From an optimization exercise on the open Yosys and OpenROAD flow, aimed at small area, a short achievable clock period and few clock cycles; shortcuts taken in it are not production practice. In this exercise RTL edits were held to simulation tests only and were not proved equivalent to the original. Power is estimated from default activity; no workload was simulated.

--- design/flow/design.v ---
`default_nettype none
package dcache_pkg;
  localparam int unsigned XLEN       = 32;
  localparam int unsigned ADDR_W     = 32;
  localparam int unsigned BE_W       = XLEN / 8;
  localparam int unsigned INDEX_W    = 5;
  localparam int unsigned OFF_W      = 2;
  localparam int unsigned TAG_W      = ADDR_W - INDEX_W - OFF_W;
  localparam int unsigned NUM_LINES  = 1 << INDEX_W;
  localparam int unsigned WBUF_DEPTH = 4;
  localparam int unsigned WBUF_PTR_W = $clog2(WBUF_DEPTH);
  localparam int unsigned RQ_DEPTH   = 6;   
  localparam int unsigned MQ_DEPTH   = 4;   
  localparam logic [1:0] LD_IDLE   = 2'd0;
  localparam logic [1:0] LD_LOOKUP = 2'd1;
  localparam logic [1:0] LD_MISS   = 2'd2;
endpackage
`default_nettype wire
`default_nettype none
module dcache_top (
  input  wire                            clk_i,
  input  wire                            rst_n_i,
  input  wire                            enable_i,
  input  wire                            flush_i,
  output logic                           flush_ack_o,
  output logic                           miss_o,
  output logic                           wbuffer_empty_o,
  input  wire                            ld_req_i,
  input  wire [dcache_pkg::ADDR_W-1:0]   ld_addr_i,
  output logic                           ld_gnt_o,
  output logic                           ld_rvalid_o,
  output logic [dcache_pkg::XLEN-1:0]    ld_rdata_o,
  input  wire                            st_req_i,
  input  wire [dcache_pkg::ADDR_W-1:0]   st_addr_i,
  input  wire [dcache_pkg::XLEN-1:0]     st_wdata_i,
  input  wire [dcache_pkg::BE_W-1:0]     st_be_i,
  output logic                           st_gnt_o,
  output logic                           mem_req_o,
  output logic                           mem_we_o,
  output logic [dcache_pkg::ADDR_W-1:0]  mem_addr_o,
  output logic [dcache_pkg::XLEN-1:0]    mem_wdata_o,
  output logic [dcache_pkg::BE_W-1:0]    mem_be_o,
  input  wire                            mem_gnt_i,
  input  wire                            mem_rvalid_i,
  input  wire [dcache_pkg::XLEN-1:0]     mem_rdata_i
);
  localparam int unsigned NL  = dcache_pkg::NUM_LINES;
  localparam int unsigned IW  = dcache_pkg::INDEX_W;
  localparam int unsigned TW  = dcache_pkg::TAG_W;
  localparam int unsigned WA  = dcache_pkg::ADDR_W - dcache_pkg::OFF_W;
  localparam int unsigned RQN = dcache_pkg::RQ_DEPTH;
  localparam int unsigned RQW = $clog2(RQN);
  localparam int unsigned MQN = dcache_pkg::MQ_DEPTH;
  localparam int unsigned MQW = $clog2(MQN + 1);
  function automatic logic [RQW:0] qinc(input logic [RQW:0] p);
    qinc = (p[RQW-1:0] == RQW'(RQN - 1)) ? ((RQW + 1)'(~p[RQW]) << RQW) : (p + 1'b1);
  endfunction
  logic [TW-1:0] tag_q   [NL];
  logic [31:0]   data_q  [NL];
  logic [NL-1:0] valid_q;
  logic          a_v_q;
  logic          a_st_q;
  logic [WA-1:0] a_addr_q;
  logic [NL-1:0] a_oh_q;
  logic [31:0]   s_data_q;
  logic [3:0]    s_be_q;
  logic          l2_v_q;
  logic [WA-1:0] l2_addr_q;
  logic          en_q;
  logic [RQN-1:0] rq_rdy_q;
  logic [RQN-1:0] rq_pend_q;
  logic [RQN-1:0] rq_alloc_q;
  logic [RQN-1:0] rq_we_q;
  logic [RQN-1:0] rq_dep_q;
  logic [RQW-1:0] rq_dslot_q [RQN];
  logic [IW-1:0]  rq_idx_q  [RQN];
  logic [31:0]    rq_data_q [RQN];
  logic [RQW:0]   rq_h_q;
  logic [RQW:0]   rq_t_q;
  logic [RQN-1:0] rq_occ_q;    
  logic [RQW-1:0] ms_slot_q [RQN];
  logic [RQW:0]   ms_t_q;
  logic [RQW:0]   ms_r_q;
  logic [RQW:0]   ms_w_q;
  logic [MQN-1:0] mq_v_q;
  logic           mq_we_q   [MQN];
  logic [WA-1:0]  mq_addr_q [MQN];
  logic [31:0]    mq_data_q [MQN];
  logic [3:0]     mq_be_q   [MQN];
  logic [2:0]     st_cnt_q;
  logic           wb_empty_q;
  logic           gnt_q;
  logic           out_v_q;
  logic [31:0]    out_data_q;
  logic           miss_q;
  logic           fl_ack_q;
  logic           fl_done_q;
  logic [IW-1:0] a_idx;
  logic [TW-1:0] a_tag;
  logic [RQN-1:0] hzv;
  logic          hz;
  logic [RQW-1:0] hz_slot;
  logic          stall;
  logic          go;
  logic          st_go;
  logic          ld_go;
  logic          acc_st;
  logic          acc_ld;
  assign a_idx = a_addr_q[IW-1:0];
  assign a_tag = a_addr_q[WA-1:IW];
  always_comb begin
    hz_slot = '0;
    for (int i = 0; i < RQN; i++) begin
      hzv[i] = rq_pend_q[i] && rq_alloc_q[i] && (rq_idx_q[i] == a_idx);
      if (hzv[i]) hz_slot = hz_slot | RQW'(i);
    end
  end
  assign hz = |hzv;
  assign stall = (a_st_q && hz) || mq_v_q[MQN-1] || (!a_st_q && rq_occ_q[RQN-1]);
  assign go    = a_v_q && !stall;
  assign st_go = go && a_st_q;
  assign ld_go = go && !a_st_q;
  assign ld_gnt_o = gnt_q;
  assign st_gnt_o = gnt_q;
  assign acc_st   = st_req_i && gnt_q;
  assign acc_ld   = ld_req_i && gnt_q;
  logic          l_hit;
  logic          ld_hit;
  logic          ld_miss;
  logic [31:0]   l_data;
  logic [TW-1:0] l_tag;
  logic [31:0]   l_word;
  always_comb begin
    l_tag  = '0;
    l_word = '0;
    for (int l = 0; l < NL; l++) begin
      l_tag  = l_tag  | (tag_q[l]  & {TW{a_oh_q[l]}});
      l_word = l_word | (data_q[l] & {32{a_oh_q[l]}});
    end
  end
  assign l_hit   = |(valid_q & a_oh_q) && (l_tag == a_tag);
  assign ld_hit  = l_hit && en_q;
  assign ld_miss = ld_go && !ld_hit;
  logic          sw_v_q;
  logic [IW-1:0] sw_idx_q;
  logic [3:0]    sw_be_q;
  logic [31:0]   sw_data_q;
  logic          sw_fwd;
  assign sw_fwd = sw_v_q && (sw_idx_q == a_idx);
  always_comb begin
    l_data = l_word;
    for (int b = 0; b < 4; b++) begin
      if (sw_fwd && sw_be_q[b]) l_data[8*b +: 8] = sw_data_q[8*b +: 8];
    end
  end
  logic           rf_defer;
  logic [RQW-1:0] hd_slot_q;
  logic [IW-1:0]  hd_idx_q;
  logic           hd_we_q;
  logic [31:0]    hd_data_q;   
  logic [RQW-1:0] ms_w_slot;
  logic           rf_do;
  logic           rf_we;
  logic [IW-1:0]  w_idx;
  logic [31:0]    w_data;
  logic [31:0]    rf_data;
  logic [3:0]     w_be;
  assign rf_defer  = (ms_w_q != ms_r_q);
  assign ms_w_slot = hd_slot_q;
  assign rf_do     = !sw_v_q && (rf_defer || mem_rvalid_i);
  assign rf_we     = rf_do && hd_we_q;
  assign w_idx     = sw_v_q ? sw_idx_q : hd_idx_q;
  assign rf_data   = rf_defer ? hd_data_q : mem_rdata_i;
  assign w_data    = sw_v_q ? sw_data_q : rf_data;
  assign w_be      = sw_v_q ? sw_be_q : {4{rf_we}};
  always_ff @(posedge clk_i or negedge rst_n_i) begin
    if (!rst_n_i) begin
      sw_v_q <= 1'b0;
    end else begin
      sw_v_q <= st_go && l_hit;
    end
  end
  always_ff @(posedge clk_i) begin
    if (st_go) begin
      sw_idx_q  <= a_idx;
      sw_be_q   <= s_be_q;
      sw_data_q <= s_data_q;
    end
  end
  always_ff @(posedge clk_i) begin
    for (int l = 0; l < NL; l++) begin
      for (int b = 0; b < 4; b++) begin
        if (w_be[b] && (w_idx == IW'(l))) data_q[l][8*b +: 8] <= w_data[8*b +: 8];
      end
    end
    for (int l = 0; l < NL; l++) begin
      if (ld_go && en_q && a_oh_q[l]) tag_q[l] <= a_tag;
    end
  end
  always_ff @(posedge clk_i or negedge rst_n_i) begin
    if (!rst_n_i) begin
      valid_q <= '0;
    end else if (fl_ack_q) begin
      valid_q <= '0;
    end else if (ld_go && en_q) begin
      valid_q <= valid_q | a_oh_q;
    end
  end
  always_ff @(posedge clk_i or negedge rst_n_i) begin
    if (!rst_n_i) begin
      a_v_q  <= 1'b0;
      a_st_q <= 1'b0;
      l2_v_q <= 1'b0;
      en_q   <= 1'b0;
    end else begin
      en_q <= enable_i;
      if (acc_st) begin
        a_v_q  <= 1'b1;
        a_st_q <= 1'b1;
        l2_v_q <= acc_ld;
      end else if (acc_ld) begin
        a_v_q  <= 1'b1;
        a_st_q <= 1'b0;
      end else if (!a_v_q || go) begin
        a_v_q  <= l2_v_q;
        a_st_q <= 1'b0;
        l2_v_q <= 1'b0;
      end
    end
  end
  always_ff @(posedge clk_i) begin
    if (acc_st) begin
      a_addr_q <= st_addr_i[dcache_pkg::ADDR_W-1:dcache_pkg::OFF_W];
      a_oh_q   <= NL'(1) << st_addr_i[dcache_pkg::OFF_W +: IW];
      s_data_q <= st_wdata_i;
      s_be_q   <= st_be_i;
    end else if (acc_ld) begin
      a_addr_q <= ld_addr_i[dcache_pkg::ADDR_W-1:dcache_pkg::OFF_W];
      a_oh_q   <= NL'(1) << ld_addr_i[dcache_pkg::OFF_W +: IW];
    end else if (l2_v_q && go) begin
      a_addr_q <= l2_addr_q;
      a_oh_q   <= NL'(1) << l2_addr_q[IW-1:0];
    end
    if (acc_ld) begin
      l2_addr_q <= ld_addr_i[dcache_pkg::ADDR_W-1:dcache_pkg::OFF_W];
    end
  end
  logic           rq_pop;
  logic           rq_push;
  logic [RQW-1:0] ms_r_slot;
  logic           ld_dep;
  logic           dep_now;
  assign ld_dep  = ld_hit && hz;
  assign dep_now = rf_do && (ms_w_slot == hz_slot);
  assign rq_pop    = rq_occ_q[0] && (rq_pend_q[rq_h_q[RQW-1:0]] ? rf_do : rq_rdy_q[rq_h_q[RQW-1:0]]);
  assign rq_push   = ld_go;
  logic [RQW:0]   ms_w_n;
  logic [RQW:0]   ms_w_inc;
  logic [RQW-1:0] ms_nx_slot;
  assign ms_w_inc   = qinc(ms_w_q);
  assign ms_w_n     = rf_do ? ms_w_inc : ms_w_q;
  assign ms_nx_slot = ms_slot_q[ms_w_inc[RQW-1:0]];
  always_ff @(posedge clk_i) begin
    if (rf_do) begin
      if (ms_r_q != ms_w_inc) begin
        hd_data_q <= rq_data_q[ms_nx_slot];
      end else begin
        hd_data_q <= mem_rdata_i;
      end
    end else if (!rf_defer) begin
      hd_data_q <= mem_rdata_i;
    end
    if (ms_w_n == ms_t_q) begin
      hd_slot_q <= rq_t_q[RQW-1:0];
      hd_idx_q  <= a_idx;
      hd_we_q   <= en_q;
    end else if (rf_do) begin
      hd_slot_q <= ms_nx_slot;
      hd_idx_q  <= rq_idx_q[ms_nx_slot];
      hd_we_q   <= rq_we_q[ms_nx_slot];
    end
  end
  assign ms_r_slot = ms_slot_q[ms_r_q[RQW-1:0]];
  always_ff @(posedge clk_i or negedge rst_n_i) begin
    if (!rst_n_i) begin
      rq_rdy_q   <= '0;
      rq_pend_q  <= '0;
      rq_alloc_q <= '0;
      rq_we_q    <= '0;
      rq_dep_q   <= '0;
      rq_h_q     <= '0;
      rq_t_q     <= '0;
      rq_occ_q   <= '0;
      ms_t_q     <= '0;
      ms_r_q     <= '0;
      ms_w_q     <= '0;
      out_v_q    <= 1'b0;
      miss_q     <= 1'b0;
    end else begin
      for (int i = 0; i < RQN; i++) begin
        if (rf_do && rq_dep_q[i] && (rq_dslot_q[i] == ms_w_slot)) begin
          rq_rdy_q[i] <= 1'b1;
          rq_dep_q[i] <= 1'b0;
        end
        if (ld_miss && en_q && hzv[i]) begin
          rq_alloc_q[i] <= 1'b0;
        end
      end
      if (rq_push) begin
        rq_rdy_q[rq_t_q[RQW-1:0]]   <= ld_hit && (!hz || dep_now);
        rq_dep_q[rq_t_q[RQW-1:0]]   <= ld_dep && !dep_now;
        rq_pend_q[rq_t_q[RQW-1:0]]  <= !ld_hit;
        rq_alloc_q[rq_t_q[RQW-1:0]] <= !ld_hit && en_q;
        rq_we_q[rq_t_q[RQW-1:0]]    <= !ld_hit && en_q;
        rq_t_q                      <= qinc(rq_t_q);
      end
      if (mem_rvalid_i) begin
        rq_rdy_q[ms_r_slot] <= 1'b1;
        ms_r_q              <= qinc(ms_r_q);
      end
      if (rf_do) begin
        rq_pend_q[ms_w_slot] <= 1'b0;
        ms_w_q               <= qinc(ms_w_q);
      end
      if (ld_miss) begin
        ms_t_q <= qinc(ms_t_q);
      end
      if (rq_pop) begin
        rq_h_q <= qinc(rq_h_q);
      end
      if (rq_pop) begin
        if (!rq_push) rq_occ_q <= rq_occ_q >> 1;
      end else if (rq_push) begin
        rq_occ_q <= {rq_occ_q[RQN-2:0], 1'b1};
      end
      out_v_q <= rq_pop;
      miss_q  <= ld_miss;
    end
  end
  always_ff @(posedge clk_i) begin
    for (int i = 0; i < RQN; i++) begin
      if (ld_go && (rq_t_q[RQW-1:0] == RQW'(i))) begin
        rq_idx_q[i]   <= a_idx;
        rq_dslot_q[i] <= hz_slot;
        rq_data_q[i]  <= (hz && dep_now) ? rf_data : l_data;
      end else if (mem_rvalid_i && (ms_r_slot == RQW'(i))) begin
        rq_data_q[i] <= mem_rdata_i;
      end else if (rf_do && rq_dep_q[i] && (rq_dslot_q[i] == ms_w_slot)) begin
        rq_data_q[i] <= rf_data;
      end
    end
    if (ld_miss) begin
      ms_slot_q[ms_t_q[RQW-1:0]] <= rq_t_q[RQW-1:0];
    end
    if (rq_pop) begin
      out_data_q <= rq_rdy_q[rq_h_q[RQW-1:0]] ? rq_data_q[rq_h_q[RQW-1:0]] : mem_rdata_i;
    end
  end
  assign ld_rvalid_o = out_v_q;
  assign ld_rdata_o  = out_data_q;
  assign miss_o      = miss_q;
  logic           mq_push;
  logic           mq_pop;
  logic [MQN-1:0] mq_slot_p;
  logic [MQN-1:0] mq_slot_np;
  logic [MQN-1:0] mq_v_p;
  logic [MQN-1:0] mq_v_np;
  assign mq_push = st_go || ld_miss;
  assign mq_pop  = mq_v_q[0] && mem_gnt_i;
  always_comb begin
    for (int i = 0; i < MQN; i++) begin
      mq_slot_p[i]  = mq_v_q[i] && ((i + 1 < MQN) ? !mq_v_q[(i + 1) % MQN] : 1'b1);
      mq_slot_np[i] = ((i == 0) ? 1'b1 : mq_v_q[(i + MQN - 1) % MQN]) && !mq_v_q[i];
      mq_v_p[i]     = (mq_push && mq_slot_p[i]) || ((i + 1 < MQN) ? mq_v_q[(i + 1) % MQN] : 1'b0);
      mq_v_np[i]    = (mq_push && mq_slot_np[i]) || mq_v_q[i];
    end
  end
  logic [2:0] st_cnt_n;
  always_comb begin
    st_cnt_n = st_cnt_q;
    if (acc_st && !(mq_pop && mq_we_q[0])) st_cnt_n = st_cnt_q + 1'b1;
    else if (!acc_st && (mq_pop && mq_we_q[0])) st_cnt_n = st_cnt_q - 1'b1;
  end
  always_ff @(posedge clk_i or negedge rst_n_i) begin
    if (!rst_n_i) begin
      mq_v_q     <= '0;
      st_cnt_q   <= '0;
      wb_empty_q <= 1'b1;
    end else begin
      mq_v_q <= mq_pop ? mq_v_p : mq_v_np;
      st_cnt_q   <= st_cnt_n;
      wb_empty_q <= (st_cnt_n == '0);
    end
  end
  always_ff @(posedge clk_i) begin
    for (int i = 0; i < MQN; i++) begin
      if (mq_pop) begin
        if ((go && mq_slot_p[i]) || (i + 1 == MQN)) begin
          mq_we_q[i]   <= a_st_q;
          mq_addr_q[i] <= a_addr_q;
          mq_data_q[i] <= s_data_q;
          mq_be_q[i]   <= s_be_q;
        end else begin
          mq_we_q[i]   <= mq_we_q[(i + 1) % MQN];
          mq_addr_q[i] <= mq_addr_q[(i + 1) % MQN];
          mq_data_q[i] <= mq_data_q[(i + 1) % MQN];
          mq_be_q[i]   <= mq_be_q[(i + 1) % MQN];
        end
      end else if (go && mq_slot_np[i]) begin
        mq_we_q[i]   <= a_st_q;
        mq_addr_q[i] <= a_addr_q;
        mq_data_q[i] <= s_data_q;
        mq_be_q[i]   <= s_be_q;
      end
    end
  end
  assign mem_req_o       = mq_v_q[0];
  assign mem_we_o        = mq_we_q[0];
  assign mem_addr_o      = {mq_addr_q[0], {dcache_pkg::OFF_W{1'b0}}};
  assign mem_wdata_o     = mq_data_q[0];
  assign mem_be_o        = mq_be_q[0];
  assign wbuffer_empty_o = wb_empty_q;
  logic           hold;
  logic [IW-1:0]  st_idx_in;
  logic [IW-1:0]  ld_idx_in;
  logic           rq_full_pop;
  logic           rq_full_nopop;
  logic           rq_full_n;
  logic           mq_full_pop;
  logic           mq_full_nopop;
  logic           mq_full_n;
  logic           ld_stall_n;
  logic           hz_st_base;
  logic           hz_st_hd;
  logic           hz_a_base;
  logic           hz_a_hd;
  logic           hz_st_n;
  logic           hz_a_n;
  logic           rq_pop_n;
  assign hold      = a_v_q && !go;
  assign st_idx_in = st_addr_i[dcache_pkg::OFF_W +: IW];
  assign ld_idx_in = ld_addr_i[dcache_pkg::OFF_W +: IW];
  assign rq_full_pop   = rq_occ_q[RQN-1] && ld_go;
  assign rq_full_nopop = rq_occ_q[RQN-1] || (rq_occ_q[RQN-2] && ld_go);
  assign rq_pop_n      = rq_occ_q[0] && (rq_pend_q[rq_h_q[RQW-1:0]] ? rf_do : rq_rdy_q[rq_h_q[RQW-1:0]]);
  assign rq_full_n     = rq_pop_n ? rq_full_pop : rq_full_nopop;
  assign mq_full_pop   = mq_v_q[MQN-1] && go;
  assign mq_full_nopop = mq_v_q[MQN-1] || (mq_v_q[MQN-2] && go);
  assign mq_full_n     = mq_pop ? mq_full_pop : mq_full_nopop;
  assign ld_stall_n = rq_full_n || mq_full_n;
  always_comb begin
    hz_st_base = ld_go && en_q && (a_idx == st_idx_in);
    hz_a_base  = ld_go && en_q;
    hz_st_hd   = 1'b0;
    hz_a_hd    = 1'b0;
    for (int i = 0; i < RQN; i++) begin
      if (rq_pend_q[i] && rq_alloc_q[i]) begin
        if (hd_slot_q == RQW'(i)) begin
          if (rq_idx_q[i] == st_idx_in) hz_st_hd = 1'b1;
          if (rq_idx_q[i] == a_idx) hz_a_hd = 1'b1;
        end else begin
          if (rq_idx_q[i] == st_idx_in) hz_st_base = 1'b1;
          if (rq_idx_q[i] == a_idx) hz_a_base = 1'b1;
        end
      end
    end
  end
  assign hz_st_n = hz_st_base || (hz_st_hd && !rf_do);
  assign hz_a_n  = hz_a_base || (hz_a_hd && !rf_do);
  always_ff @(posedge clk_i or negedge rst_n_i) begin
    if (!rst_n_i) begin
      gnt_q <= 1'b0;
    end else if (gnt_q) begin
      if (st_req_i) begin
        gnt_q <= !ld_req_i && !(hz_st_n || mq_full_n);
      end else if (ld_req_i) begin
        gnt_q <= !ld_stall_n;
      end else begin
        gnt_q <= 1'b1;
      end
    end else if (hold) begin
      gnt_q <= !l2_v_q && !(a_st_q ? (hz_a_n || mq_full_n) : ld_stall_n);
    end else if (l2_v_q) begin
      gnt_q <= !ld_stall_n;
    end else begin
      gnt_q <= 1'b1;
    end
  end
  always_ff @(posedge clk_i or negedge rst_n_i) begin
    if (!rst_n_i) begin
      fl_ack_q  <= 1'b0;
      fl_done_q <= 1'b0;
    end else begin
      fl_ack_q  <= flush_i && !fl_done_q && !fl_ack_q && (st_cnt_q == '0);
      fl_done_q <= flush_i && (fl_done_q || fl_ack_q);
    end
  end
  assign flush_ack_o = fl_ack_q;
endmodule
`default_nettype wire
--- design/flow/run.sh ---
#!/bin/bash
# synth_recipe.tcl (not shown) runs the flow's synth.tcl, then flattens the netlist and writes it again
# the make line also repeats each setting of config.mk as NAME=value (left out here)
make -C /OpenROAD-flow-scripts/flow DESIGN_CONFIG=/design/flow/config.mk WORK_HOME=/design/flow/orfs CLKGATE_MAP_FILE= SYNTH_SCRIPT=/design/flow/synth_recipe.tcl finish
--- design/flow/config.mk ---
export PLATFORM = sky130hd
export DESIGN_NAME = dcache_top
export DESIGN_NICKNAME = dcache_top
export VERILOG_FILES = /design/flow/design.v
export SDC_FILE = /design/flow/constraint.sdc
export NUM_CORES = 4
export LEC_CHECK = 0
export CAP_MARGIN = 20
export CORE_MARGIN = 2
export CORE_UTILIZATION = 40
export SETUP_SLACK_MARGIN = 5
export SLEW_MARGIN = 20
export TNS_END_PERCENT = 10
--- design/flow/constraint.sdc ---
create_clock -name core_clock -period 9.0 [get_ports {clk_i}]
set_input_delay 1.8000 -clock core_clock [delete_from_list [all_inputs] [get_ports {clk_i}]]
set_output_delay 1.8000 -clock core_clock [all_outputs]
set_load 0.01 [all_outputs]
==> out/summary.txt, run 1 <==
Status: finished clean
Hold wc startpoint: fl_done_q
CP required: 9520 ps
Clk sinks: 2696
Io pins: 248
Post-route ant nets: 0
Number of port buffers: 241
Hold path depth: 1
Core Region: 268000 um2
Max Fclk: 240 MHz
Setup TNS: 0 ps
Total of max-cap violations: 0
Final setup vio count: 0
Worst VDD drop: 0.000307 V
Largest net degree at the start of global routing: 74
TritonCTS clock tree: built
Number of remaining DRC errors: 0
R2r worst-path depth: 6
FF+latch area: 78100 um2
Actual slew at the worst max-slew pin: 1230 ps
R2R Path Start: sw_v_q
Vias in the first global route: 67500
Hold Path Sink: fl_ack_q
Chip width: 523 um
Hold WC Path Type: reg2reg
Unique masters post-synth: 82
Cts hold-fix bufs: 0
Num CTS Buffers: 288
Pleak: 41.5 nW
RSZ-0062 raised after global routing: yes
Placed cell areas: 115000 um2
Area delta synth->final: 15.6%
EDFF count, synth: 2359
CP Max Fanout: 51
Later-pin clock latency in the skew report: 940 ps
Post-Route WL: 377000 um
Rel. slew slack: 17.7%
Detailed Routing Iterations Pass 1: 8
Multi-input gate area: 27800 um2
Synthesized area: 108000 um2
Final Cell Area: 124000 um2
CP startpoint kind: flip-flop
Die Y: 523 um
Final Critical Period: 4170 ps
Mean post-synth cell area: 14.9 um2
Site Rows: 190
DP Wirelength: 212000 um
All-Layer GR Usage: 26.8%
Flops & latches, synth: 2696
Power Density: 392 nW/um2
Synth Instances: 7205
DIE AREA: 273000 um2
Period utilization: 46.4%
Routed len/inst: 33.3 um
Htree depth: 5
Routability-driven placement congestion ratio: 0.860
Grt ovf: 0
WS Path Type: reg2reg
Via total after detailed routing: 71700
FFs w/ async S/R, synth: 3.86%
Initial antenna violation count: 13
Ys Warns: 10
Worst-path clk slew: 60 ps
First-pass GRT wire length: 519000 um
Clock Skews: 52.4 ps
Initial Utilization: 40.2%
Nets: 7736
Via/cell ratio: 6.33
Prevailing post-synth register cell: edfxtp_1
CP endpoint kind: flip-flop
Final Slew Violations: 0
CTS root buffer: clkbuf_16
Post-synthesis sequential area ratio: 72.6%
DRT iter0 DRCs: 11700
Fraction of final layout cells with drive strength greater than 1: 15.8%
Hold Vio Cnt, Final: 0
Fillcell total: 23100
Reg2reg end: data_q[20][2]
Critical path arrival: 4690 ps
CTS Buffer Depth: 4
Worst R2R Setup Slack: 4830 ps
[Yosys cell counts (all sizes together) (10+ instances only)]
master / n / area [um2]
a211oi: 11 / 82.6
a21o: 10 / 75.1
a21oi: 108 / 548
a221oi: 161 / 1410
a22o: 190 / 1660
a22oi: 715 / 5370
a31oi: 16 / 115
and3: 38 / 238
buf: 161 / 817
clkbuf: 311 / 1170
dfrtp: 103 / 2580
dfxtp: 233 / 4660
edfxtp: 2359 / 70800
ha: 26 / 325
inv: 49 / 184
mux2: 400 / 4500
mux2i: 127 / 1650
nand2: 372 / 1400
nand2b: 16 / 100
nand3: 28 / 140
nand4: 222 / 1400
nor2: 664 / 2500
nor3: 48 / 240
nor4: 45 / 294
o2111ai: 18 / 158
o211ai: 18 / 135
o21ai: 343 / 1740
o22ai: 176 / 1100
xnor2: 99 / 867
xor2: 36 / 315
[layout make-up]
class                           instances  share of cell area, %
Antenna cell                            5                 0.0101
Tap cell                             3552                   3.57
Clock inverter                        108                  0.772
Sequential cell                      2696                   62.8
Timing Repair Buffer                  546                   4.02
Clock buffer                          375                   6.30
Inverter                               50                  0.151
Multi-Input combinational cell       3988                   22.4
[how the worst max path moves through the flow]
stage                 start               to  cells after the start  slack [ps]
6_report             sw_v_q    data_q[20][2]                      6        4830
5_1_grt              sw_v_q   data_q[29][20]                      6        4800
4_1_cts               gnt_q         ld_gnt_o                      2        4800
3_5_place_dp   mem_rvalid_i  rq_data_q[4][0]                      9        3610
3_3_place_gp   mem_rvalid_i  rq_data_q[1][0]                      9        3680
2_1_floorplan  mem_rvalid_i      rq_occ_q[2]                      9        4490
[cell usage in the layout (no fill, tap or decap), drive strengths merged, types with 99 or more instances in the layout]
| cell type | instances |
|---|---|
| a21oi | 108 |
| a221oi | 161 |
| a22o | 190 |
| a22oi | 715 |
| buf | 305 |
| clkbuf | 376 |
| clkdlybuf4s50 | 239 |
| dfrtp | 103 |
| dfxtp | 233 |
| edfxtp | 2359 |
| mux2 | 400 |
| mux2i | 127 |
| nand2 | 372 |
| nand4 | 222 |
| nor2 | 664 |
| o21ai | 343 |
| o22ai | 176 |
| xnor2 | 99 |
[per-stage QoR]
step	setup WS (ps)	power (mW)	std cells	hold slack (ps)	utilization, %
6_report	4830	48.7	11300	436	46.5
5_1_grt	4800	50.2	11300	464	46.5
4_1_cts	4800	48.2	11300	439	46.4
3_5_place_dp	3610	36.8	10800	432	43.0
3_3_place_gp	3680	36.4	10800	419	43.0
2_1_floorplan	4490	29.3	7206	408	-
[worst max-delay path: stages, from the launching register on]
cell and delay [ps]:
dfrtp_2 340, buf_4 620, nand2_1 160, o22ai_1 920, nor2b_1 350, nand2_1 280, nor2_1 1040
[report_power, final]
| group | internal [mW] | switching, mW | total [mW] |
|---|---|---|---|
| sequential | 18.2 | 1.32 | 19.6 |
| combinational | 5.50 | 12.3 | 17.8 |
| clock | 6.61 | 4.77 | 11.4 |
| total | 30.4 | 18.4 | 48.7 |
[kinds of logic after synthesis]
group / share of synthesized area, %
AND/OR/NAND/NOR: 6.10
AO/OA/AOI/OAI: 12.0
multiplexers: 5.91
adder cells (fa/ha/maj): 0.302
flip-flops: 72.6
XOR/XNOR: 1.10
other: 0.00349
buffers and inverters: 2.02
[layer usage]
layer | vias up | part of all wire [%] | wire [um] | GRT usage, %
met4 | 8 | 4.7 | 17600 | 11.1
met5 | - | 0.015 | 57 | 0
met2 | 4988 | 45 | 170000 | 41.5
li1 | 29300 | - | - | -
met3 | 832 | 12 | 44400 | 5.37
met1 | 36500 | 38 | 145000 | 36.8
[timing repair]
action	CTS	global route
resized for setup	38	14
pin swaps	4	0
setup endpoints to repair	462	451
gates cloned	0	1
buffers inserted	17	2
[state kept, by name (all words and copies together) (netlist names), 30 cells and up]
| signal | flops |
|---|---|
| data_q | 1024 |
| tag_q | 800 |
| rq_data_q | 192 |
| mq_data_q | 128 |
| mq_addr_q | 120 |
| a_oh_q | 32 |
| hd_data_q | 32 |
| out_data_q | 32 |
| s_data_q | 32 |
| sw_data_q | 32 |
| valid_q | 32 |
| a_addr_q | 30 |
| l2_addr_q | 30 |
| rq_idx_q | 30 |
Testbench counts, summed over its fixed seeds: cycles 16,904.
==> inputs of run 2 (changes only) <==
--- a/design/flow/design.v
+++ b/design/flow/design.v
@@ -72,6 +72,7 @@
   logic [RQN-1:0] rq_alloc_q;
   logic [RQN-1:0] rq_we_q;
   logic [RQN-1:0] rq_dep_q;
+  logic [3:0]     rq_m_q [RQN];
   logic [RQW-1:0] rq_dslot_q [RQN];
   logic [IW-1:0]  rq_idx_q  [RQN];
   logic [31:0]    rq_data_q [RQN];
@@ -116,7 +117,7 @@
     end
   end
   assign hz = |hzv;
-  assign stall = (a_st_q && hz) || mq_v_q[MQN-1] || (!a_st_q && rq_occ_q[RQN-1]);
+  assign stall = mq_v_q[MQN-1] || (!a_st_q && rq_occ_q[RQN-1]);
   assign go    = a_v_q && !stall;
   assign st_go = go && a_st_q;
   assign ld_go = go && !a_st_q;
@@ -157,6 +158,7 @@
   logic [RQW-1:0] hd_slot_q;
   logic [IW-1:0]  hd_idx_q;
   logic           hd_we_q;
+  logic [3:0]     hd_m_q;
   logic [31:0]    hd_data_q;   
   logic [RQW-1:0] ms_w_slot;
   logic           rf_do;
@@ -172,7 +174,7 @@
   assign w_idx     = sw_v_q ? sw_idx_q : hd_idx_q;
   assign rf_data   = rf_defer ? hd_data_q : mem_rdata_i;
   assign w_data    = sw_v_q ? sw_data_q : rf_data;
-  assign w_be      = sw_v_q ? sw_be_q : {4{rf_we}};
+  assign w_be      = sw_v_q ? sw_be_q : ({4{rf_we}} & ~hd_m_q);
   always_ff @(posedge clk_i or negedge rst_n_i) begin
     if (!rst_n_i) begin
       sw_v_q <= 1'b0;
@@ -250,6 +252,8 @@
   logic [RQW-1:0] ms_r_slot;
   logic           ld_dep;
   logic           dep_now;
+  logic           st_hz;
+  assign st_hz   = st_go && l_hit && hz;
   assign ld_dep  = ld_hit && hz;
   assign dep_now = rf_do && (ms_w_slot == hz_slot);
   assign rq_pop    = rq_occ_q[0] && (rq_pend_q[rq_h_q[RQW-1:0]] ? rf_do : rq_rdy_q[rq_h_q[RQW-1:0]]);
@@ -274,10 +278,15 @@
       hd_slot_q <= rq_t_q[RQW-1:0];
       hd_idx_q  <= a_idx;
       hd_we_q   <= en_q;
+      hd_m_q    <= '0;
     end else if (rf_do) begin
       hd_slot_q <= ms_nx_slot;
       hd_idx_q  <= rq_idx_q[ms_nx_slot];
-      hd_we_q   <= rq_we_q[ms_nx_slot];
+      hd_we_q   <= rq_we_q[ms_nx_slot] && !(ld_miss && en_q && hzv[ms_nx_slot]);
+      hd_m_q    <= rq_m_q[ms_nx_slot] | ((st_hz && (hz_slot == ms_nx_slot)) ? s_be_q : 4'b0);
+    end else begin
+      hd_we_q   <= hd_we_q && !(ld_miss && en_q && hzv[hd_slot_q]);
+      hd_m_q    <= hd_m_q | ((st_hz && (hz_slot == hd_slot_q)) ? s_be_q : 4'b0);
     end
   end
   assign ms_r_slot = ms_slot_q[ms_r_q[RQW-1:0]];
@@ -304,6 +313,7 @@
         end
         if (ld_miss && en_q && hzv[i]) begin
           rq_alloc_q[i] <= 1'b0;
+          rq_we_q[i]    <= 1'b0;
         end
       end
       if (rq_push) begin
@@ -342,11 +352,19 @@
       if (ld_go && (rq_t_q[RQW-1:0] == RQW'(i))) begin
         rq_idx_q[i]   <= a_idx;
         rq_dslot_q[i] <= hz_slot;
-        rq_data_q[i]  <= (hz && dep_now) ? rf_data : l_data;
+        rq_m_q[i]     <= ld_dep ? rq_m_q[hz_slot] : 4'b0;
+        for (int b = 0; b < 4; b++) begin
+          rq_data_q[i][8*b +: 8] <= (hz && dep_now && !rq_m_q[hz_slot][b]) ? rf_data[8*b +: 8] : l_data[8*b +: 8];
+        end
       end else if (mem_rvalid_i && (ms_r_slot == RQW'(i))) begin
         rq_data_q[i] <= mem_rdata_i;
       end else if (rf_do && rq_dep_q[i] && (rq_dslot_q[i] == ms_w_slot)) begin
-        rq_data_q[i] <= rf_data;
+        for (int b = 0; b < 4; b++) begin
+          if (!rq_m_q[i][b]) rq_data_q[i][8*b +: 8] <= rf_data[8*b +: 8];
+        end
+      end
+      if (st_hz && hzv[i]) begin
+        rq_m_q[i] <= rq_m_q[i] | s_be_q;
       end
     end
     if (ld_miss) begin
@@ -472,14 +490,14 @@
       gnt_q <= 1'b0;
     end else if (gnt_q) begin
       if (st_req_i) begin
-        gnt_q <= !ld_req_i && !(hz_st_n || mq_full_n);
+        gnt_q <= !ld_req_i && !mq_full_n;
       end else if (ld_req_i) begin
         gnt_q <= !ld_stall_n;
       end else begin
         gnt_q <= 1'b1;
       end
     end else if (hold) begin
-      gnt_q <= !l2_v_q && !(a_st_q ? (hz_a_n || mq_full_n) : ld_stall_n);
+      gnt_q <= !l2_v_q && !(a_st_q ? mq_full_n : ld_stall_n);
     end else if (l2_v_q) begin
       gnt_q <= !ld_stall_n;
     end else begin
==> design/flow/flow/run.sh (new file) <==
#!/bin/bash
set -euo pipefail
echo 'export SETUP_SLACK_MARGIN = 6' >> config.mk
bash standard.sh > standard.log 2>&1
==> design/flow/standard.sh (new file) <==
#!/bin/bash
# synth_recipe.tcl (not shown) runs the flow's synth.tcl, then flattens the netlist and writes it again
# the make line also repeats each setting of config.mk as NAME=value (left out here)
make -C /OpenROAD-flow-scripts/flow DESIGN_CONFIG=/design/flow/config.mk WORK_HOME=/design/flow/orfs CLKGATE_MAP_FILE= SYNTH_SCRIPT=/design/flow/synth_recipe.tcl "${@:-finish}"
--- a/design/flow/config.mk
+++ b/design/flow/config.mk
@@ -8,6 +8,6 @@
 export CAP_MARGIN = 20
 export CORE_MARGIN = 2
 export CORE_UTILIZATION = 40
-export SETUP_SLACK_MARGIN = 5
 export SLEW_MARGIN = 20
 export TNS_END_PERCENT = 10
+export SETUP_SLACK_MARGIN = 6
removed: design/flow/run.sh
==> run 2 against run 1 <==
  * Sequential share of layout area down 4.2 points
  * Utilization up 3.3 points
  * Worst setup slack better by 76 ps
  * Power up 12%
  * Synthesized area up 1.0%
  * Critical path type unchanged
  * Highest routed layer unchanged
==> out/summary.txt, run 2 <==
Synth Instances: 7477
Leading area contributor after synthesis: edfxtp_1
Period utilization: 45.5%
Initial Utilization: 40.2%
CTS Buffer Depth: 4
Vias in the first global route: 73000
Detailed Routing Iterations Pass 1: 9
Hold WC Path Type: reg2reg
Most frequent cells after synthesis: 2382 x edfxtp_1, 692 x a22oi_1, 628 x nor2_1, 459 x nand2_1, 338 x clkbuf_1
CTS root buffer: clkbuf_16
Chip width: 525 um
Final Critical Period: 4100 ps
Number of port buffers: 241
Top-count cell post-synth: edfxtp_1
Largest Register: data_q
Critical path arrival: 4900 ps
Post-route ant nets: 0
CP Max Fanout: 11
Fillcell total: 22400
Setup TNS: 0 ps
Prevailing post-synth register cell: edfxtp_1
DP Wirelength: 228000 um
Io pins: 248
Synthesized area: 109000 um2
Clk sinks: 2724
All-Layer GR Usage: 28.9%
Max Fclk: 244 MHz
CP endpoint kind: flip-flop
First-pass GRT wire length: 567000 um
Ys Warns: 11
Fraction of final layout cells with drive strength greater than 1: 23.5%
Power Density: 406 nW/um2
Area delta synth->final: 23.8%
Post-Route WL: 422000 um
Routed len/inst: 35.2 um
Hold Vio Cnt, Final: 0
TritonCTS clock tree: built
Largest regs: data_q x1024, tag_q x800, rq_data_q x192
Num CTS Buffers: 296
Later-pin clock latency in the skew report: 960 ps
Largest net degree at the start of global routing: 68
Unique masters post-synth: 81
Commonest non-fill, non-tap cells in the layout: 2382 x edfxtp_1, 662 x a22oi_1, 602 x nor2_1, 449 x buf_4, 431 x nand2_1
Synth top area cells: edfxtp_1 66%, a22oi_1 4.8%, dfxtp_1 4.4%, mux2_2 3.2%, dfrtp_1 2.4%
DRT iter0 DRCs: 13200
Rel. slew slack: 18.2%
Htree depth: 5
Fin util: 49.7%
Most common cell on crit path: or4_4
CP startpoint kind: flip-flop
Core Region: 271000 um2
Via/cell ratio: 6.53
Actual slew at the worst max-slew pin: 1230 ps
Slowest cell on the critical path: or4_4
EDFF count, synth: 2382
Flops & latches, synth: 2724
Post-synth top area share: 65.8%
WHS: 416 ps
Mean post-synth cell area: 14.5 um2
Total of max-cap violations: 0
Post-synthesis sequential area ratio: 72.6%
Status: finished clean
Clock Skews: 64.4 ps
Max reg flops: 1024
Worst-path cell chain: buf_6 -> buf_8 -> a22oi_1 -> nand4_1 -> nor2_1 -> a21oi_1 -> or4_1 -> or4_4 -> or4_4 -> buf_4 -> buf_12 -> a21oi_2 -> o21ai_0
Number of remaining DRC errors: 0
Grt ovf: 0
Nets: 8379
DIE AREA: 276000 um2
Worst VDD drop: 0.000257 V
Final Slew Violations: 0
CP required: 9810 ps
Final setup vio count: 0
Pleak: 46.1 nW
Commonest non-fill, non-tap cell in the layout: edfxtp_1
Routability-driven placement congestion ratio: 0.932
Worst-path clk slew: 60 ps
RSZ-0062 raised after global routing: yes
Worst stage delay on the critical path: 660 ps
Die Y: 525 um
FFs w/ async S/R, synth: 3.82%
WS Path Type: reg2reg
Site Rows: 191
Via total after detailed routing: 78400
Initial antenna violation count: 29
run 2: final timing paths:
path                           start          to  slack, ps  cells past startpoint
setup / recovery           a_oh_q[1]  rq_we_q[0]       4900                     13
hold / removal             fl_done_q    fl_ack_q        420                      1
setup reg to reg           a_oh_q[1]  rq_we_q[0]       4900                     13
hold reg to reg            fl_done_q    fl_ack_q        420                      1
max in group asynchronous    rst_n_i    fl_ack_q       6520                      2
min in group asynchronous    rst_n_i   ms_t_q[1]        870                      1
run 2: final cells by class:
| cell class | count | area, um2 | area share, % |
|---|---|---|---|
| diodes | 12 | 30.0 | 0.0223 |
| clock buffers | 374 | 7940 | 5.90 |
| clock inverters | 138 | 1360 | 1.01 |
| inverters | 53 | 248 | 0.184 |
| multi-input cells | 4209 | 31200 | 23.2 |
| flip-flops and latches | 2724 | 78900 | 58.6 |
| well taps | 3570 | 4470 | 3.32 |
| repair buffers | 930 | 10400 | 7.73 |
| repair inverters | 2 | 15.0 | 0.0112 |
run 2: what timing repair did:
action	CTS	global route
endpoints found under the hold margin	0	0
pin swaps	178	105
hold buffers	0	0
gates cloned	34	20
resized for setup	651	343
endpoints found under the setup margin	3972	3718
setup buffers	230	98
run 2: through the flow:
stage          cell area [um2]  instances  power (mW)  setup slack (ps)
2_1_floorplan           109000       7478        30.1              5200
5_1_grt                 135000      12000        55.9              4810
3_3_place_gp            117000      11100        37.9              3060
6_report                135000      12000        54.6              4900
3_5_place_dp            117000      11100        38.4              3110
4_1_cts                 132000      11900        52.5              4940
run 2: routing by layer:
metal | global-route usage (%) | vias up | wire (um)
li1 | - | 31300 | -
met1 | 38.5 | 39500 | 153000
met2 | 43.6 | 6262 | 185000
met3 | 8.30 | 1294 | 60400
met4 | 13.6 | 14 | 24000
met5 | 0 | - | 91
run 2: cell families (layout without fill, tap and decap cells):
| group | count (synthesis) | count (layout) | share of synthesized area [%] |
|---|---|---|---|
| other | 1 | 14 | 0.00345 |
| muxes | 464 | 466 | 4.71 |
| AOI/OAI and AO/OA | 1930 | 1931 | 12.6 |
| and+or+nand+nor | 1706 | 1709 | 7.20 |
| DFF | 2724 | 2724 | 72.6 |
| xor gates and xnor gates | 78 | 78 | 0.628 |
| adders and majority gates | 23 | 23 | 0.265 |
| buffers and inverters | 551 | 1497 | 2.02 |
run 2: critical path, delay by kind of cell, from the launching register on:
family          cells  cell delay, ps
flops               1             470
simple gates        5            2150
buf+inv             4             680
compound gates      4             640
run 2: where the power goes:
group / internal [mW] / leakage [nW] / switching [mW]
logic: 7.45 / 16.5 / 15.2
registers: 18.6 / 25.0 / 1.37
clock network: 6.97 / 4.56 / 4.97
total: 33.0 / 46.1 / 21.5
Testbench counts of run 2, summed over its fixed seeds: cycles 16,519.
==> inputs of run 3 (changes only) <==
--- a/design/flow/design.v
+++ b/design/flow/design.v
@@ -147,6 +147,12 @@
   logic [3:0]    sw_be_q;
   logic [31:0]   sw_data_q;
   logic          sw_fwd;
+  logic          sw_hz_q;      
+  logic [RQW-1:0] sw_hslot_q;  
+  logic          su;
+  logic [3:0]    su_m;
+  assign su   = sw_v_q && sw_hz_q;
+  assign su_m = (su && (sw_hslot_q == hz_slot)) ? sw_be_q : 4'b0;
   assign sw_fwd = sw_v_q && (sw_idx_q == a_idx);
   always_comb begin
     l_data = l_word;
@@ -177,14 +183,17 @@
   assign w_be      = sw_v_q ? sw_be_q : ({4{rf_we}} & ~hd_m_q);
   always_ff @(posedge clk_i or negedge rst_n_i) begin
     if (!rst_n_i) begin
-      sw_v_q <= 1'b0;
+      sw_v_q  <= 1'b0;
+      sw_hz_q <= 1'b0;
     end else begin
-      sw_v_q <= st_go && l_hit;
+      sw_v_q  <= st_go && l_hit;
+      sw_hz_q <= st_go && hz;
     end
   end
   always_ff @(posedge clk_i) begin
     if (st_go) begin
       sw_idx_q  <= a_idx;
+      sw_hslot_q <= hz_slot;
       sw_be_q   <= s_be_q;
       sw_data_q <= s_data_q;
     end
@@ -252,8 +261,6 @@
   logic [RQW-1:0] ms_r_slot;
   logic           ld_dep;
   logic           dep_now;
-  logic           st_hz;
-  assign st_hz   = st_go && l_hit && hz;
   assign ld_dep  = ld_hit && hz;
   assign dep_now = rf_do && (ms_w_slot == hz_slot);
   assign rq_pop    = rq_occ_q[0] && (rq_pend_q[rq_h_q[RQW-1:0]] ? rf_do : rq_rdy_q[rq_h_q[RQW-1:0]]);
@@ -283,10 +290,10 @@
       hd_slot_q <= ms_nx_slot;
       hd_idx_q  <= rq_idx_q[ms_nx_slot];
       hd_we_q   <= rq_we_q[ms_nx_slot] && !(ld_miss && en_q && hzv[ms_nx_slot]);
-      hd_m_q    <= rq_m_q[ms_nx_slot] | ((st_hz && (hz_slot == ms_nx_slot)) ? s_be_q : 4'b0);
+      hd_m_q    <= rq_m_q[ms_nx_slot];
     end else begin
       hd_we_q   <= hd_we_q && !(ld_miss && en_q && hzv[hd_slot_q]);
-      hd_m_q    <= hd_m_q | ((st_hz && (hz_slot == hd_slot_q)) ? s_be_q : 4'b0);
+      hd_m_q    <= hd_m_q | ((su && (sw_hslot_q == hd_slot_q)) ? sw_be_q : 4'b0);
     end
   end
   assign ms_r_slot = ms_slot_q[ms_r_q[RQW-1:0]];
@@ -352,7 +359,7 @@
       if (ld_go && (rq_t_q[RQW-1:0] == RQW'(i))) begin
         rq_idx_q[i]   <= a_idx;
         rq_dslot_q[i] <= hz_slot;
-        rq_m_q[i]     <= ld_dep ? rq_m_q[hz_slot] : 4'b0;
+        rq_m_q[i]     <= ld_dep ? (rq_m_q[hz_slot] | su_m) : 4'b0;
         for (int b = 0; b < 4; b++) begin
           rq_data_q[i][8*b +: 8] <= (hz && dep_now && !rq_m_q[hz_slot][b]) ? rf_data[8*b +: 8] : l_data[8*b +: 8];
         end
@@ -363,8 +370,8 @@
           if (!rq_m_q[i][b]) rq_data_q[i][8*b +: 8] <= rf_data[8*b +: 8];
         end
       end
-      if (st_hz && hzv[i]) begin
-        rq_m_q[i] <= rq_m_q[i] | s_be_q;
+      if (su && (sw_hslot_q == RQW'(i)) && rq_pend_q[i]) begin
+        rq_m_q[i] <= rq_m_q[i] | sw_be_q;
       end
     end
     if (ld_miss) begin
--- a/design/flow/config.mk
+++ b/design/flow/config.mk
@@ -5,9 +5,10 @@
 export SDC_FILE = /design/flow/constraint.sdc
 export NUM_CORES = 4
 export LEC_CHECK = 0
+export ABC_CLOCK_PERIOD_IN_PS = 3500
 export CAP_MARGIN = 20
 export CORE_MARGIN = 2
-export CORE_UTILIZATION = 40
+export CORE_UTILIZATION = 55
 export SLEW_MARGIN = 20
 export TNS_END_PERCENT = 10
 export SETUP_SLACK_MARGIN = 6
==> run 3 against run 2 <==
  * Still clean
  * Register-to-register slack improved by 440 ps
  * Via count increased by 1.4%
  * Power increased by 1.7%
  * Synthesized area decreased by 0.82%
  * Combinational power increased by 8%
  * Worst setup slack improved by 440 ps
  * Clock power decreased by 3%
  * Clock skew decreased by 18 ps
  * Clock-buffer cell count increased by 21
  * Final area increased by 1.6%
  * Global-route usage increased by 12 points
  * Largest power group unchanged
==> out/summary.txt, run 3 <==
Commonest non-fill, non-tap cell in the layout: edfxtp_1
Routed len/inst: 39.3 um
EDFF count, synth: 2385
DIE AREA: 200000 um2
R2R Path Start: rq_h_q[1]
Max Fclk: 273 MHz
Power Density: 406 nW/um2
Site Rows: 162
Actual slew at the worst max-slew pin: 1230 ps
Area delta synth->final: 26.8%
Part of the power in combinational logic: 44.0%
Worst R2R Setup Slack: 5340 ps
Most frequent cells after synthesis: 2385 x edfxtp_1, 773 x a22oi_1, 677 x nor2_1, 405 x clkbuf_1, 307 x a221oi_1
Largest Register: data_q
Unique masters post-synth: 85
CTS root buffer: clkbuf_16
Pleak: 47.0 nW
Prevailing post-synth register cell: edfxtp_1
TritonCTS clock tree: built
Htree depth: 5
Most common cell on crit path: o21ai_0
Finished Layout Cells: 11000
Worst VDD drop: 0.000308 V
DRT iter0 DRCs: 14200
Fraction of final layout cells with drive strength greater than 1: 26.2%
Max reg flops: 1024
Detailed Routing Iterations Pass 1: 7
Largest regs: data_q x1024, tag_q x800, rq_data_q x192
R2r worst-path depth: 7
Hold WC Path Type: reg2reg
Period utilization: 40.7%
Number of port buffers: 241
CP startpoint kind: flip-flop
First-pass GRT wire length: 564000 um
Synth top area cells: edfxtp_1 66%, a22oi_1 5.4%, dfxtp_1 4.4%, a221oi_1 2.5%, dfrtp_1 2.4%
Later-pin clock latency in the skew report: 950 ps
Post-synthesis sequential area ratio: 73.3%
P_int: 33.2 mW
Grt ovf: 0
Synth Instances: 7316
Hold Vio Cnt, Final: 0
CP required: 9670 ps
CP Max Fanout: 48
Mean post-synth cell area: 14.7 um2
WS Path Type: reg2reg
WP depth: 7
Clk sinks: 2728
Worst stage delay on the critical path: 980 ps
Via/cell ratio: 7.21
Clock share of power: 20.7%
Reg power frac: 35.3%
Worst-path clk slew: 60 ps
Power Total: 55.5 mW
Worst path top cell family by delay: simple AND/OR/NAND/NOR gates
Final Critical Period: 3660 ps
Critical path arrival: 4330 ps
Flops & latches, synth: 2728
Commonest non-fill, non-tap cells in the layout: 2385 x edfxtp_1, 719 x a22oi_1, 649 x nor2_1, 482 x buf_4, 328 x clkbuf_16
DP Wirelength: 221000 um
Post-route ant nets: 0
Die Y: 447 um
Initial antenna violation count: 27
Clock Skews: 46.8 ps
Number of remaining DRC errors: 0
Slowest cell on the critical path: nor2b_2
Total of max-cap violations: 0
Fillcell total: 12900
Worst-path cell chain: buf_6 -> nor2b_2 -> and2_2 -> a222oi_1 -> o211ai_1 -> o21ai_0 -> o21ai_0
Multi-input gate area: 32700 um2
Final Slew Violations: 0
Post-Place Cells: 9918
Num CTS Buffers: 297
Sw Share: 40.2%
Nets: 8346
Post-synth top area share: 66.4%
Crit. Startpoint: rq_h_q[1]
Reg2reg end: out_data_q[10]
Cts hold-fix bufs: 0
Crit path buffers/inverters: 1
Io pins: 248
Vias in the first global route: 73000
Net Switching: 22.3 mW
CP endpoint: out_data_q[10]
Initial Utilization: 55.4%
CTS Buffer Depth: 4
Top-count cell post-synth: edfxtp_1
RSZ-0062 raised after global routing: yes
Core Region: 195000 um2
Leading area contributor after synthesis: edfxtp_1
Setup TNS: 0 ps
Synthesized area: 108000 um2
Routability-driven placement congestion ratio: 0.937
Largest net degree at the start of global routing: 75
Post-Route WL: 433000 um
FF+latch area: 79000 um2
FFs w/ async S/R, synth: 3.85%
Status: finished clean
CP endpoint kind: flip-flop
Chip width: 447 um
Via total after detailed routing: 79500
All-Layer GR Usage: 40.7%
Ys Warns: 11
Final setup vio count: 0
Rel. slew slack: 16.0%
==> run 3: cell families after synthesis <==
logic type,Yosys count,synth area share [%]
flip-flops,2728,73.3
AO/OA/AOI/OAI,2019,14.0
AND/OR/NAND/NOR,1571,6.84
buffers and inverters,627,2.27
multiplexers,241,2.48
XOR/XNOR,107,0.869
adder cells (fa/ha/maj),22,0.255
other,1,0.00348
==> run 3: worst min path at each step <==
stage,from,endpoint,slack [ps],cells past startpoint
detailed placement,fl_done_q,fl_ack_q,430,1
global route,fl_done_q,fl_ack_q,470,1
global placement,fl_done_q,fl_ack_q,420,1
finish,fl_done_q,fl_ack_q,430,1
CTS,fl_done_q,fl_ack_q,440,1
floorplan,fl_done_q,fl_ack_q,410,1
==> run 3: through the flow <==
step / setup slack, ps / hold WS, ps / cell area [um2] / util, %
2_1_floorplan: 5270 / 408 / 109000 / -
3_3_place_gp: 3250 / 423 / 115000 / 59.1
3_5_place_dp: 3200 / 431 / 115000 / 59.1
4_1_cts: 5550 / 436 / 132000 / 67.7
5_1_grt: 5340 / 468 / 137000 / 70.2
6_report: 5340 / 432 / 137000 / 70.2
==> run 3: worst reg2reg max path: cells and delay by family, from the launching register on <==
| kind | cells | cell delay (ps) |
|---|---|---|
| AO/OA/AOI/OAI | 4 | 980 |
| buffers and inverters | 1 | 250 |
| flip-flops | 1 | 390 |
| AND/OR/NAND/NOR | 2 | 1800 |
==> run 3: area by class of cell <==
type                    count  share of cell area, %
diodes                      8                 0.0146
clock buffers             395                   5.82
clock inverters           105                  0.643
inverters                 112                  0.335
multi-input cells        3978                   23.9
flip-flops and latches   2728                   57.8
well taps                2624                   2.40
repair buffers           1066                   9.05
repair inverters            1                0.00549
==> run 3: power groups by stage <==
stage | clock network (mW) | logic [mW] | registers, mW
floorplan | 0 | 9.54 | 19.7
global placement | 0 | 17.1 | 19.8
detailed placement | 0 | 17.4 | 19.8
CTS | 11.5 | 20.2 | 19.5
global route | 12.0 | 24.8 | 19.8
finish | 11.5 | 24.4 | 19.6
==> run 3: repair_timing <==
action / CTS / global route
pin swaps: 233 / 225
endpoints found under the setup margin: 3931 / 3405
endpoints found under the hold margin: 0 / 0
setup buffers: 367 / 142
resized for setup: 815 / 536
gates cloned: 40 / 42
==> run 3: routing by layer <==
metal / vias to the layer above / global-route usage [%] / wire length (um)
li1: 31300 / - / -
met1: 39800 / 54.7 / 151000
met2: 6831 / 61.2 / 187000
met3: 1522 / 10.0 / 62400
met4: 12 / 22.7 / 31900
met5: - / 0 / 80
Testbench counts of run 3, summed over its fixed seeds: cycles 16,519.
==> inputs of run 4 (changes only) <==
--- a/design/flow/config.mk
+++ b/design/flow/config.mk
@@ -5,7 +5,6 @@
 export SDC_FILE = /design/flow/constraint.sdc
 export NUM_CORES = 4
 export LEC_CHECK = 0
-export ABC_CLOCK_PERIOD_IN_PS = 3500
 export CAP_MARGIN = 20
 export CORE_MARGIN = 2
 export CORE_UTILIZATION = 55
==> run 4 against run 3 <==
  * Final area unchanged
  * Still clean on timing, DRC and antenna
  * Largest cell class unchanged
  * Global-route usage unchanged
  * First-iteration DRC count unchanged
  * Largest power group unchanged
  * Sequential cell count unchanged
  * Synthesized cell count unchanged
  * Fmax unchanged
  * Clock power about the same
  * Critical path depth unchanged
==> out/summary.txt, run 4 <==
Clk sinks: 2728
WS Path Type: reg2reg
Commonest non-fill, non-tap cells in the layout: 2385 x edfxtp_1, 719 x a22oi_1, 649 x nor2_1, 482 x buf_4, 328 x clkbuf_16
All-Layer GR Usage: 40.7%
Flops & latches, synth: 2728
Rel. slew slack: 16.0%
Nets: 8346
DP Wirelength: 221000 um
CP endpoint kind: flip-flop
Post-synth top area share: 66.4%
Synth Instances: 7316
Largest regs: data_q x1024, tag_q x800, rq_data_q x192
CP Max Fanout: 48
Top-count cell post-synth: edfxtp_1
Core Region: 195000 um2
Fin util: 70.2%
Cts hold-fix bufs: 0
Most frequent cells after synthesis: 2385 x edfxtp_1, 773 x a22oi_1, 677 x nor2_1, 405 x clkbuf_1, 307 x a221oi_1
CTS Buffer Depth: 4
Io pins: 248
Unique masters post-synth: 85
WHS: 432 ps
Largest net degree at the start of global routing: 75
R2r worst-path depth: 7
Mean post-synth cell area: 14.7 um2
Fraction of final layout cells with drive strength greater than 1: 26.2%
Placed cell areas: 115000 um2
First-pass GRT wire length: 564000 um
DIE AREA: 200000 um2
Initial antenna violation count: 27
Detailed Routing Iterations Pass 1: 7
Worst-path clk slew: 60 ps
Period utilization: 40.7%
Final Cell Area: 137000 um2
Total of max-cap violations: 0
Synthesized area: 108000 um2
Post-Route WL: 433000 um
Site Rows: 162
Area delta synth->final: 26.8%
Worst-path cell chain: buf_6 -> nor2b_2 -> and2_2 -> a222oi_1 -> o211ai_1 -> o21ai_0 -> o21ai_0
Hold WC Path Type: reg2reg
Slowest cell on the critical path: nor2b_2
Routability-driven placement congestion ratio: 0.937
Power Density: 406 nW/um2
Crit path buffers/inverters: 1
Max reg flops: 1024
EDFF count, synth: 2385
RSZ-0062 raised after global routing: yes
Max Fclk: 273 MHz
Htree depth: 5
Setup TNS: 0 ps
Vias in the first global route: 73000
Worst VDD drop: 0.000308 V
CP required: 9670 ps
CP startpoint kind: flip-flop
Prevailing post-synth register cell: edfxtp_1
Final setup vio count: 0
Actual slew at the worst max-slew pin: 1230 ps
DRT iter0 DRCs: 14200
WP depth: 7
Later-pin clock latency in the skew report: 950 ps
Post-synthesis sequential area ratio: 73.3%
Leading area contributor after synthesis: edfxtp_1
Critical path arrival: 4330 ps
Most common cell on crit path: o21ai_0
FFs w/ async S/R, synth: 3.85%
Status: finished clean
Largest Register: data_q
Die Y: 447 um
Commonest non-fill, non-tap cell in the layout: edfxtp_1
Hold path depth: 1
Number of port buffers: 241
Via total after detailed routing: 79500
Hold Vio Cnt, Final: 0
Worst path top cell family by delay: simple AND/OR/NAND/NOR gates
TritonCTS clock tree: built
Initial Utilization: 55.4%
Synth top area cells: edfxtp_1 66%, a22oi_1 5.4%, dfxtp_1 4.4%, a221oi_1 2.5%, dfrtp_1 2.4%
Fillcell total: 12900
Grt ovf: 0
CTS root buffer: clkbuf_16
Worst stage delay on the critical path: 980 ps
Post-route ant nets: 0
Ys Warns: 11
Final Critical Period: 3660 ps
Clock Skews: 46.8 ps
Chip width: 447 um
Final Slew Violations: 0
Via/cell ratio: 7.21
Routed len/inst: 39.3 um
Number of remaining DRC errors: 0
Pleak: 47.0 nW
Num CTS Buffers: 297
==> run 4: final cells by class <==
cell class | count | area, um2 | share of cell area, %
antenna | 8 | 20.0 | 0.0146
clock buffer | 395 | 7950 | 5.82
clock inverter | 105 | 878 | 0.643
inverter | 112 | 458 | 0.335
multi-input combinational | 3978 | 32700 | 23.9
sequential | 2728 | 79000 | 57.8
tap | 2624 | 3280 | 2.40
timing repair buffer | 1066 | 12400 | 9.05
timing repair inverter | 1 | 7.51 | 0.00549
==> run 4: timing repair <==
action,4_1_cts,5_1_grt
pin swaps,233,225
resized for setup,815,536
buffers inserted,367,142
setup endpoints to repair,3931,3405
hold endpoints to repair,0,0
cloned,40,42
==> run 4: path summary, 6_finish.rpt <==
path	endpoint	start	slack (ps)
max	out_data_q[10]	rq_h_q[1]	5340
max reg2reg	out_data_q[10]	rq_h_q[1]	5340
min in group asynchronous	st_cnt_q[2]	rst_n_i	880
max in group asynchronous	ms_w_q[2]	rst_n_i	6710
min reg2reg	fl_ack_q	fl_done_q	430
min	fl_ack_q	fl_done_q	430
==> run 4: cells by family (layout without fill, tap and decap cells) <==
kind of cell | after synthesis | after routing | share of synthesized area [%]
other cells | 1 | 10 | 0.00348
xor+xnor | 107 | 107 | 0.869
buf+inv | 627 | 1679 | 2.27
mux | 241 | 254 | 2.48
compound gates | 2019 | 2021 | 14.0
flops | 2728 | 2728 | 73.3
fa+ha+maj | 22 | 22 | 0.255
simple gates | 1571 | 1572 | 6.84
==> run 4: through the flow <==
stage | instances | setup WS (ps) | total power, mW
2_1_floorplan | 7317 | 5270 | 29.3
3_3_place_gp | 9915 | 3250 | 36.9
3_5_place_dp | 9918 | 3200 | 37.3
4_1_cts | 10800 | 5550 | 51.2
5_1_grt | 11000 | 5340 | 56.6
6_report | 11000 | 5340 | 55.5
==> run 4: power by group <==
part,total [mW],internal (mW),switching [mW],leakage (nW)
Sequential,19.6,18.3,1.27,25.0
Clock,11.5,6.60,4.88,4.31
Combinational,24.4,8.27,16.1,17.6
Total,55.5,33.2,22.3,47.0
==> run 4: metal layers <==
| metal | GRT usage (%) | vias to the layer above | wire [um] |
|---|---|---|---|
| met5 | 0 | - | 80 |
| met4 | 22.7 | 12 | 31900 |
| met3 | 10.0 | 1522 | 62400 |
| met2 | 61.2 | 6831 | 187000 |
| met1 | 54.7 | 39800 | 151000 |
| li1 | - | 31300 | - |

==> afterwards: timing with drivers on the ports <==
The results above use ideal ports. As a check the final layouts listed here were re-extracted and re-timed, cells and wires unchanged. Step 1 (the two cells are an assumption about what drives the block):
set clk [get_ports {clk_i}]
set_driving_cell -lib_cell sky130_fd_sc_hd__clkbuf_16 $clk
set_driving_cell -lib_cell sky130_fd_sc_hd__buf_2 [delete_from_list [all_inputs] $clk]
Step 2 also shifts input and output timing later by t, the mid clock arrival at the registers, as if the neighbouring blocks saw the same clock. a / b / c = ideal ports / drivers / drivers and shift; a / b = the first two.
run	t, ns	setup WS [ns]	worst setup path after step 2	cell pins on the clock port's net
run 1	1.016	4.827 / 4.821 / 4.141	input to register	1
run 2	1.039	4.902 / 4.902 / 4.314	input to register	1
run 3	1.018	5.341 / 5.341 / 4.589	input to register	1
run 4	1.018	5.341 / 5.341 / 4.589	input to register	1
After both steps setup and hold are still met in every run listed.
